Background: an optimization exercise with open tools, aiming at small area, a short achievable clock period and few clock cycles per item. Do not read the settings as production practice. In this exercise RTL edits were held to simulation tests only and were not proved equivalent to the original.

==> flow/design.v <==
package ivl2n_pkg;
  localparam int LANES             = 8;
  localparam int SAMPLE_W          = 8;
  localparam int LANE_CNT_W        = 4;
  localparam int SQ_W              = 2 * SAMPLE_W - 1;
  localparam int ADD_W             = SQ_W + $clog2(LANES + 1);
  localparam int MAX_ELEMENTS_LOG2 = 24;
  localparam int CNT_W             = MAX_ELEMENTS_LOG2 + 1;
  localparam int SUM_W             = 39;
  localparam int FRACTION_BITS     = 8;
  localparam int NORM_W            = 28;
  localparam int RAD_W             = 2 * NORM_W;
  localparam int REM_W             = NORM_W + 3;
  localparam int STEP_W            = $clog2(NORM_W);
  localparam logic [CNT_W-1:0] MAX_ELEMENTS = {1'b1, {MAX_ELEMENTS_LOG2{1'b0}}};
  localparam logic [SUM_W-1:0] SUM_BOUND    =
      SUM_W'(MAX_ELEMENTS) << (2 * (SAMPLE_W - 1));
  localparam logic [LANE_CNT_W-1:0] LANE_LIMIT = LANE_CNT_W'(LANES);
  typedef enum logic [1:0] {
    SQ_IDLE,
    SQ_RUN,
    SQ_DONE
  } sq_state_e;
  typedef struct packed {
    logic                  valid;
    logic                  last;
    logic [LANE_CNT_W-1:0] lanes;
  } chunk_ctl_t;
  typedef struct packed {
    logic             valid;
    logic [SUM_W-1:0] sum;
    logic             ovf;
  } acc_res_t;
  typedef struct packed {
    logic [SUM_W-1:0]  sum;
    logic [NORM_W-1:0] norm;
    logic              ovf;
  } norm_res_t;
endpackage
import ivl2n_pkg::*;
module ivl2n_lane
(
  input  logic                       clk_i,
  input  logic signed [SAMPLE_W-1:0] sample_i,
  input  logic                       en_i,
  output logic [SQ_W-1:0]            sq_o
);
  logic signed [2*SAMPLE_W-1:0] prod;
  logic [SQ_W-1:0]              sq_d, sq_q;
  assign prod = sample_i * sample_i;
  assign sq_d = en_i ? prod[SQ_W-1:0] : '0;
  always_ff @(posedge clk_i) begin
    sq_q <= sq_d;
  end
  assign sq_o = sq_q;
endmodule
import ivl2n_pkg::*;
module ivl2n_merge
(
  input  logic                       clk_i,
  input  logic                       rst_ni,
  input  ivl2n_pkg::chunk_ctl_t      ctl_i,
  input  logic [LANES-1:0][SQ_W-1:0] sq_i,
  output ivl2n_pkg::acc_res_t        res_o
);
  logic [ADD_W-1:0] add_d, add_q;
  ivl2n_pkg::chunk_ctl_t       ctl_q;
  logic [SUM_W-1:0] sum_d, sum_q, acc;
  logic [CNT_W-1:0] cnt_d, cnt_q;
  logic [CNT_W:0]   cnt_sum;
  logic             ovf_d, ovf_q;
  ivl2n_pkg::acc_res_t         res_d, res_q;
  always_comb begin
    add_d = '0;
    for (int k = 0; k < LANES; k++) begin
      add_d = add_d + ADD_W'(sq_i[k]);
    end
  end
  always_ff @(posedge clk_i) begin
    add_q <= add_d;
  end
  always_ff @(posedge clk_i or negedge rst_ni) begin
    if (!rst_ni) begin
      ctl_q <= '0;
    end else begin
      ctl_q <= ctl_i;
    end
  end
  always_comb begin
    cnt_sum = {1'b0, cnt_q} + (CNT_W + 1)'(ctl_q.lanes);
    acc     = sum_q + SUM_W'(add_q);
    ovf_d   = ovf_q;
    if (cnt_sum > {1'b0, MAX_ELEMENTS}) begin
      ovf_d = 1'b1;
      sum_d = SUM_BOUND;
      cnt_d = MAX_ELEMENTS;
    end else begin
      cnt_d = cnt_sum[CNT_W-1:0];
      if (ovf_q || acc > SUM_BOUND) begin
        sum_d = SUM_BOUND;
      end else begin
        sum_d = acc;
      end
    end
    res_d.valid = ctl_q.valid && ctl_q.last;
    res_d.sum   = sum_d;
    res_d.ovf   = ovf_d;
  end
  always_ff @(posedge clk_i or negedge rst_ni) begin
    if (!rst_ni) begin
      sum_q <= '0;
      cnt_q <= '0;
      ovf_q <= 1'b0;
      res_q <= '0;
    end else begin
      res_q.valid <= res_d.valid;
      if (res_d.valid) begin
        res_q.sum <= res_d.sum;
        res_q.ovf <= res_d.ovf;
      end
      if (ctl_q.valid) begin
        if (ctl_q.last) begin
          sum_q <= '0;
          cnt_q <= '0;
          ovf_q <= 1'b0;
        end else begin
          sum_q <= sum_d;
          cnt_q <= cnt_d;
          ovf_q <= ovf_d;
        end
      end
    end
  end
  assign res_o = res_q;
endmodule
import ivl2n_pkg::*;
module ivl2n_sqrt
(
  input  logic      clk_i,
  input  logic      rst_ni,
  input  ivl2n_pkg::acc_res_t  acc_i,
  input  logic      take_i,
  output logic      done_o,
  output ivl2n_pkg::norm_res_t res_o
);
  ivl2n_pkg::sq_state_e          state_q, state_d;
  logic               load, iter;
  logic [RAD_W-1:0]   rad_q;
  logic [REM_W-1:0]   rem_q, rem_sh, trial, rem_d;
  logic [NORM_W-1:0]  root_q;
  logic [STEP_W-1:0]  step_q;
  logic [SUM_W-1:0]   sum_q;
  logic               ovf_q;
  logic               ge;
  always_ff @(posedge clk_i or negedge rst_ni) begin
    if (!rst_ni) begin
      state_q <= SQ_IDLE;
    end else begin
      state_q <= state_d;
    end
  end
  always_comb begin
    state_d = state_q;
    load    = 1'b0;
    iter    = 1'b0;
    done_o  = 1'b0;
    case (state_q)
      SQ_IDLE: begin
        if (acc_i.valid) begin
          load    = 1'b1;
          state_d = SQ_RUN;
        end
      end
      SQ_RUN: begin
        iter = 1'b1;
        if (step_q == STEP_W'(NORM_W - 1)) begin
          state_d = SQ_DONE;
        end
      end
      SQ_DONE: begin
        done_o = 1'b1;
        if (take_i) begin
          state_d = SQ_IDLE;
        end
      end
      default: state_d = SQ_IDLE;
    endcase
  end
  assign rem_sh = {rem_q[REM_W-3:0], rad_q[RAD_W-1 -: 2]};
  assign trial  = {1'b0, root_q, 2'b01};
  assign ge     = rem_sh >= trial;
  assign rem_d  = ge ? rem_sh - trial : rem_sh;
  always_ff @(posedge clk_i) begin
    if (load) begin
      rad_q  <= RAD_W'(acc_i.sum) << (2 * FRACTION_BITS);
      rem_q  <= '0;
      root_q <= '0;
      step_q <= '0;
      sum_q  <= acc_i.sum;
      ovf_q  <= acc_i.ovf;
    end else if (iter) begin
      rad_q  <= rad_q << 2;
      rem_q  <= rem_d;
      root_q <= {root_q[NORM_W-2:0], ge};
      step_q <= step_q + STEP_W'(1);
    end
  end
  assign res_o.sum  = sum_q;
  assign res_o.norm = root_q;
  assign res_o.ovf  = ovf_q;
endmodule
import ivl2n_pkg::*;
module int8_vector_l2_norm
(
  input  logic        clk_i,
  input  logic        rst_ni,
  input  logic        in_valid,
  output logic        in_ready,
  input  logic [7:0]  in_sample_0,
  input  logic [7:0]  in_sample_1,
  input  logic [7:0]  in_sample_2,
  input  logic [7:0]  in_sample_3,
  input  logic [7:0]  in_sample_4,
  input  logic [7:0]  in_sample_5,
  input  logic [7:0]  in_sample_6,
  input  logic [7:0]  in_sample_7,
  input  logic [3:0]  in_lane_count,
  input  logic        in_last,
  output logic        out_valid,
  input  logic        out_ready,
  output logic [38:0] out_sum_of_squares,
  output logic [27:0] out_norm_fixed,
  output logic        out_overflow
);
  logic [LANES-1:0][SAMPLE_W-1:0] samples;
  logic [LANES-1:0][SQ_W-1:0]     sq;
  logic [LANE_CNT_W-1:0]          lanes_clamped;
  logic                           accept;
  ivl2n_pkg::chunk_ctl_t                     ctl_q;
  ivl2n_pkg::acc_res_t                       acc;
  ivl2n_pkg::norm_res_t                      root_res, out_q;
  logic                           root_done, take;
  logic                           busy_q, out_valid_q;
  assign samples = {in_sample_7, in_sample_6, in_sample_5, in_sample_4,
                    in_sample_3, in_sample_2, in_sample_1, in_sample_0};
  assign in_ready    = !busy_q;
  assign accept        = in_valid && !busy_q;
  assign lanes_clamped = (in_lane_count > LANE_LIMIT) ? LANE_LIMIT : in_lane_count;
  for (genvar k = 0; k < LANES; k++) begin : g_lane
    ivl2n_lane u_lane (
      .clk_i    (clk_i),
      .sample_i (samples[k]),
      .en_i     (lanes_clamped > LANE_CNT_W'(k)),
      .sq_o     (sq[k])
    );
  end
  always_ff @(posedge clk_i or negedge rst_ni) begin
    if (!rst_ni) begin
      ctl_q <= '0;
    end else begin
      ctl_q.valid <= accept;
      ctl_q.last  <= in_last;
      ctl_q.lanes <= lanes_clamped;
    end
  end
  ivl2n_merge u_merge (
    .clk_i  (clk_i),
    .rst_ni (rst_ni),
    .ctl_i  (ctl_q),
    .sq_i   (sq),
    .res_o  (acc)
  );
  ivl2n_sqrt u_sqrt (
    .clk_i  (clk_i),
    .rst_ni (rst_ni),
    .acc_i  (acc),
    .take_i (take),
    .done_o (root_done),
    .res_o  (root_res)
  );
  assign take = root_done && (!out_valid_q || out_ready);
  always_ff @(posedge clk_i or negedge rst_ni) begin
    if (!rst_ni) begin
      busy_q      <= 1'b0;
      out_valid_q <= 1'b0;
    end else begin
      if (accept && in_last) begin
        busy_q <= 1'b1;
      end else if (take) begin
        busy_q <= 1'b0;
      end
      if (take) begin
        out_valid_q <= 1'b1;
      end else if (out_ready) begin
        out_valid_q <= 1'b0;
      end
    end
  end
  always_ff @(posedge clk_i) begin
    if (take) begin
      out_q <= root_res;
    end
  end
  assign out_valid = out_valid_q;
  assign out_sum_of_squares = out_q.sum;
  assign out_norm_fixed = out_q.norm;
  assign out_overflow = out_q.ovf;
endmodule
==> flow/run.sh <==
#!/bin/bash
# synth_recipe.tcl (not shown) runs the flow's synth.tcl, then flattens the netlist and writes it again
# the make line also repeats each setting of config.mk as NAME=value (left out here)
make -C /OpenROAD-flow-scripts/flow DESIGN_CONFIG=/design/flow/config.mk WORK_HOME=/design/flow/orfs CLKGATE_MAP_FILE= SYNTH_SCRIPT=/design/flow/synth_recipe.tcl finish
==> flow/config.mk <==
export PLATFORM = sky130hd
export DESIGN_NAME = int8_vector_l2_norm
export DESIGN_NICKNAME = int8_vector_l2_norm
export VERILOG_FILES = /design/flow/design.v
export SDC_FILE = /design/flow/constraint.sdc
export NUM_CORES = 4
export LEC_CHECK = 0
export CAP_MARGIN = 20
export CORE_MARGIN = 2
export CORE_UTILIZATION = 40
export SLEW_MARGIN = 20
==> flow/constraint.sdc <==
create_clock -name core_clock -period 6.5 [get_ports {clk_i}]
set_input_delay 1.3000 -clock core_clock [delete_from_list [all_inputs] [get_ports {clk_i}]]
set_output_delay 1.3000 -clock core_clock [all_outputs]
set_load 0.01 [all_outputs]
==> results.txt <==
Final setup violation count: 0
I/O pin cnt: 143
CORE AREA: 91800 µm²
Die X-Extent: 308.4 µm
Skew-Pair Late Insertion Delay: 0.61 ns
Grt ovf: 0
Leading area contributor after synthesis: fa_1
DR DRC count: 0
Total GRT Usage: 0.1724
Asr flop ratio synth: 0.2635
Num rows: 111
Worst-margin pin slew: 0.9804 ns
Prevailing post-synth register cell: dfxtp_1
Hold Path Depth: 0
CTS H-tree lvls: 2
Main area contributors after synthesis: fa_1, edfxtp_1, dfxtp_1
Gate Count Post-Synth: 3750
Avg Cell Area, Syn: 9.881 µm²
Crit-path max FO: 7
Simple-Gate Fraction of Synth Area: 0.1389
CTS root buffer: clkbuf_16
Maximum root-to-sink buffer count: 3
RSZ-0062 raised after global routing: no
Synth-to-layout area growth: 12.72%
CTS Buf Count: 51
Synth cell types: 87
Pre-antenna DRT Iters: 7
Most frequent cell after synthesis: inv_1
Hold Crit Class: reg2reg
Hold Violations, Final: 0
Initial antenna violation count: 0
Pins over their slew limit: 0
CTS Sinks: 463
Synth Area in Adders: 0.3217
Proportion of synthesized area in mux cells: 0.003782
Vias per std cell: 4.851
Post-synth top area share: 0.2258
Pre-CTS setup slack: 0.2249 ns
CTS clk-pin slew, worst paths: 0.06 ns
Starting density of the core: 0.4036
Setup TNS: 0 ns
Post-CTS Setup Repair Bufs: 0
Type of origin of the critical path: flip-flop
Fmax: 166.1 MHz
WHS Endpoint: u_merge.ctl_q[3]$_DFF_PN0_
Hold buffers post-CTS: 0
R2R cell count: 25
First-pass GRT wire length: 133.5 mm
R2r setup slk: 0.48 ns
Max Cap Viol: 0
R2R Path Start: g_lane[0].u_lane.sq_q[3]$_SDFF_PP0_
Post-synthesis sequential area ratio: 0.3063
Number of global-route vias before repair: 25.93k
Largest net degree at the start of global routing: 88
Worst Hold Launch: ctl_q[3]$_DFF_PN0_
Ys Warns: 4
Die H: 308.4 µm
Die footprint: 95090 µm²
Flops & latches, synth: 463
EDFF count, synth: 147
Crit end category: flip-flop
Synth Area in XOR/XNOR: 0.04751
Crit Path Category: reg2reg
Tmin final: 6.020 ns
Outcome: complete, no violations
Inserted Diodes: 0
Worst EP arrival: 6.51 ns
Dpl hpwl: 62.72 mm
Reg2reg end: u_merge.add_q[16]$_DFF_P_
Routed len/inst: 15.22 µm
Port Buf Inserts: 142
Post-route clock skew: 0.04756 ns
Final WL: 78.67 mm
Via count: 25.07k
Most instantiated cells after synthesis: inv_1, fa_1, nand2_1
Routability Congestion: 0.8828
Worst setup margin: 0.4805 ns
Largest family of logic cells by synthesized area: adder cells
Iteration-0 DRC Markers: 1273
CTS tree: yes
Antenna Nets Post-Route: 0
Final net count: 4658
Max-slew headroom: 0.3441
Final period util: 0.9261
Post-Syn Area: 37050 µm²
Layout cells sized above 1: 0.04967
CP required: 6.99 ns
Compound-Gate Fraction of Synth Area: 0.1059
## sequential cells by signal, summed over array words and instances (netlist names), 2 cells and up
name and flops:
g_lane.u_lane.sq_q 112, out_q 68, u_merge.res_q 41, u_sqrt.rad_q 40
u_merge.sum_q 39, u_sqrt.sum_q 39, u_sqrt.rem_q 29, u_sqrt.root_q 28
u_merge.cnt_q 25, u_merge.add_q 19, ctl_q 6, u_merge.ctl_q 6
u_sqrt.step_q 5, u_sqrt.state_q 2
## stage by stage
stage	area, µm²	hold WS, ns	util	cells
after floorplan	37070	0.3312	-	3753
after global placement	40040	0.3333	0.4362	5073
after detailed placement	40040	0.3347	0.4362	5073
after CTS	41740	0.3407	0.4547	5169
after global routing	41770	0.3529	0.4550	5169
final	41770	0.3381	0.4550	5169
## layout by cell type (no fill, tap or decap), drive strengths merged, types with 18 or more instances in the layout
| cell | netlist | final |
|---|---|---|
| nand4 | 27 | 27 |
| a21oi | 151 | 151 |
| o21a | 18 | 18 |
| nand2b | 43 | 43 |
| and3 | 31 | 31 |
| dfxtp | 194 | 194 |
| xnor2 | 143 | 143 |
| nand3 | 74 | 74 |
| clkdlybuf4s50 | 0 | 141 |
| dfrtp | 122 | 122 |
| nor2b | 77 | 77 |
| edfxtp | 147 | 147 |
| clkinv | 0 | 22 |
| a22o | 54 | 54 |
| clkbuf | 112 | 70 |
| nor2 | 163 | 163 |
| ha | 284 | 284 |
| nor3 | 53 | 53 |
| o21bai | 21 | 21 |
| inv | 605 | 605 |
| and2 | 156 | 156 |
| buf | 18 | 66 |
| nand2 | 339 | 339 |
| fa | 418 | 418 |
| a21o | 45 | 45 |
| o31ai | 21 | 21 |
| o21ai | 172 | 172 |
| xor2 | 58 | 58 |
## cell type report
cell class,instances,area (µm²)
fill,8718,50040
multi-input combinational,2555,22970
tap,1243,1555
clock buffer,70,1481
timing repair buffer,207,1914
inverter,605,2272
sequential,463,11350
clock inverter,26,220.2
## layer usage
layer  routed length [µm]  GRT usage
met4                 1387    0.03710
met5                    0          0
met2                38150     0.2962
met3                 2483    0.01876
met1                36650     0.2347
## cell families after synthesis
logic type | after synthesis
multiplexers | 14
flip-flops | 463
buffers and inverters | 735
adder cells (fa/ha/maj) | 702
AO/OA/AOI/OAI | 605
other | 1
XOR/XNOR | 201
AND/OR/NAND/NOR | 1029
## how the worst max path moves through the flow
stage	startpoint	end	slack, ns	depth (start not counted)
after floorplan	g_lane[0].u_lane.sq_q[3]$_SDFF_PP0_	u_merge.add_q[16]$_DFF_P_	0.54	23
after global placement	g_lane[0].u_lane.sq_q[3]$_SDFF_PP0_	u_merge.add_q[16]$_DFF_P_	0.30	25
after detailed placement	in_sample_5[5]	g_lane[5].u_lane.sq_q[14]$_SDFF_PP0_	0.22	20
after CTS	g_lane[0].u_lane.sq_q[3]$_SDFF_PP0_	u_merge.add_q[17]$_DFF_P_	0.24	23
after global routing	g_lane[0].u_lane.sq_q[3]$_SDFF_PP0_	u_merge.add_q[16]$_DFF_P_	0.06	25
final	g_lane[0].u_lane.sq_q[3]$_SDFF_PP0_	u_merge.add_q[16]$_DFF_P_	0.48	25
## critical path: stages (launching register included)
cell and delay, ns:
dfxtp_1 0.30, ha_1 0.32, a21oi_2 0.17, nor2b_1 0.08, o21a_1 0.19, o21a_1 0.19, o21a_1 0.20, o21a_1 0.20
o21a_1 0.19, o21a_1 0.20, o21ai_1 0.21, a21oi_1 0.14, xor2_1 0.17, fa_1 0.50, inv_1 0.06, fa_1 0.50
fa_1 0.51, fa_1 0.53, inv_1 0.05, ha_1 0.37, and3_1 0.20, a21oi_1 0.10, o21ai_0 0.12, o21ai_1 0.18
nand2_1 0.09, xor2_1 0.14
## repair_timing
item	4_1_cts	5_1_grt
gates resized for setup	0	5
hold endpoints to repair	0	0
endpoints found under the setup margin	0	4
Testbench counts, summed over its fixed seeds: cycles 77,632, vectors 1,600.

## static timing again, ports no longer ideal
The results above use ideal ports. As a check the final layout listed here was re-extracted and re-timed, cells and wires unchanged.
Step 1 sets driving cells, clkbuf_16 on the clock port and buf_2 on the other inputs (assumed; they add their load-dependent delay and slew).
Step 2, shift: input delay + t, output delay - t, t = (earliest + latest rising clock arrival at the registers) / 2. This alone moves slack from input paths to output paths.
Three values: ideal ports, drivers, drivers and shift; two values: the first two.
t (ns): 0.646
setup WS [ns]: 0.480 / 0.480 / 0.205
worst data-port slew with drivers (ns): 0.05
After both steps this run still meets setup and hold. For this run, drivers alone change the setup slack by 0.000 ns; drivers and shift together by -0.275 ns.
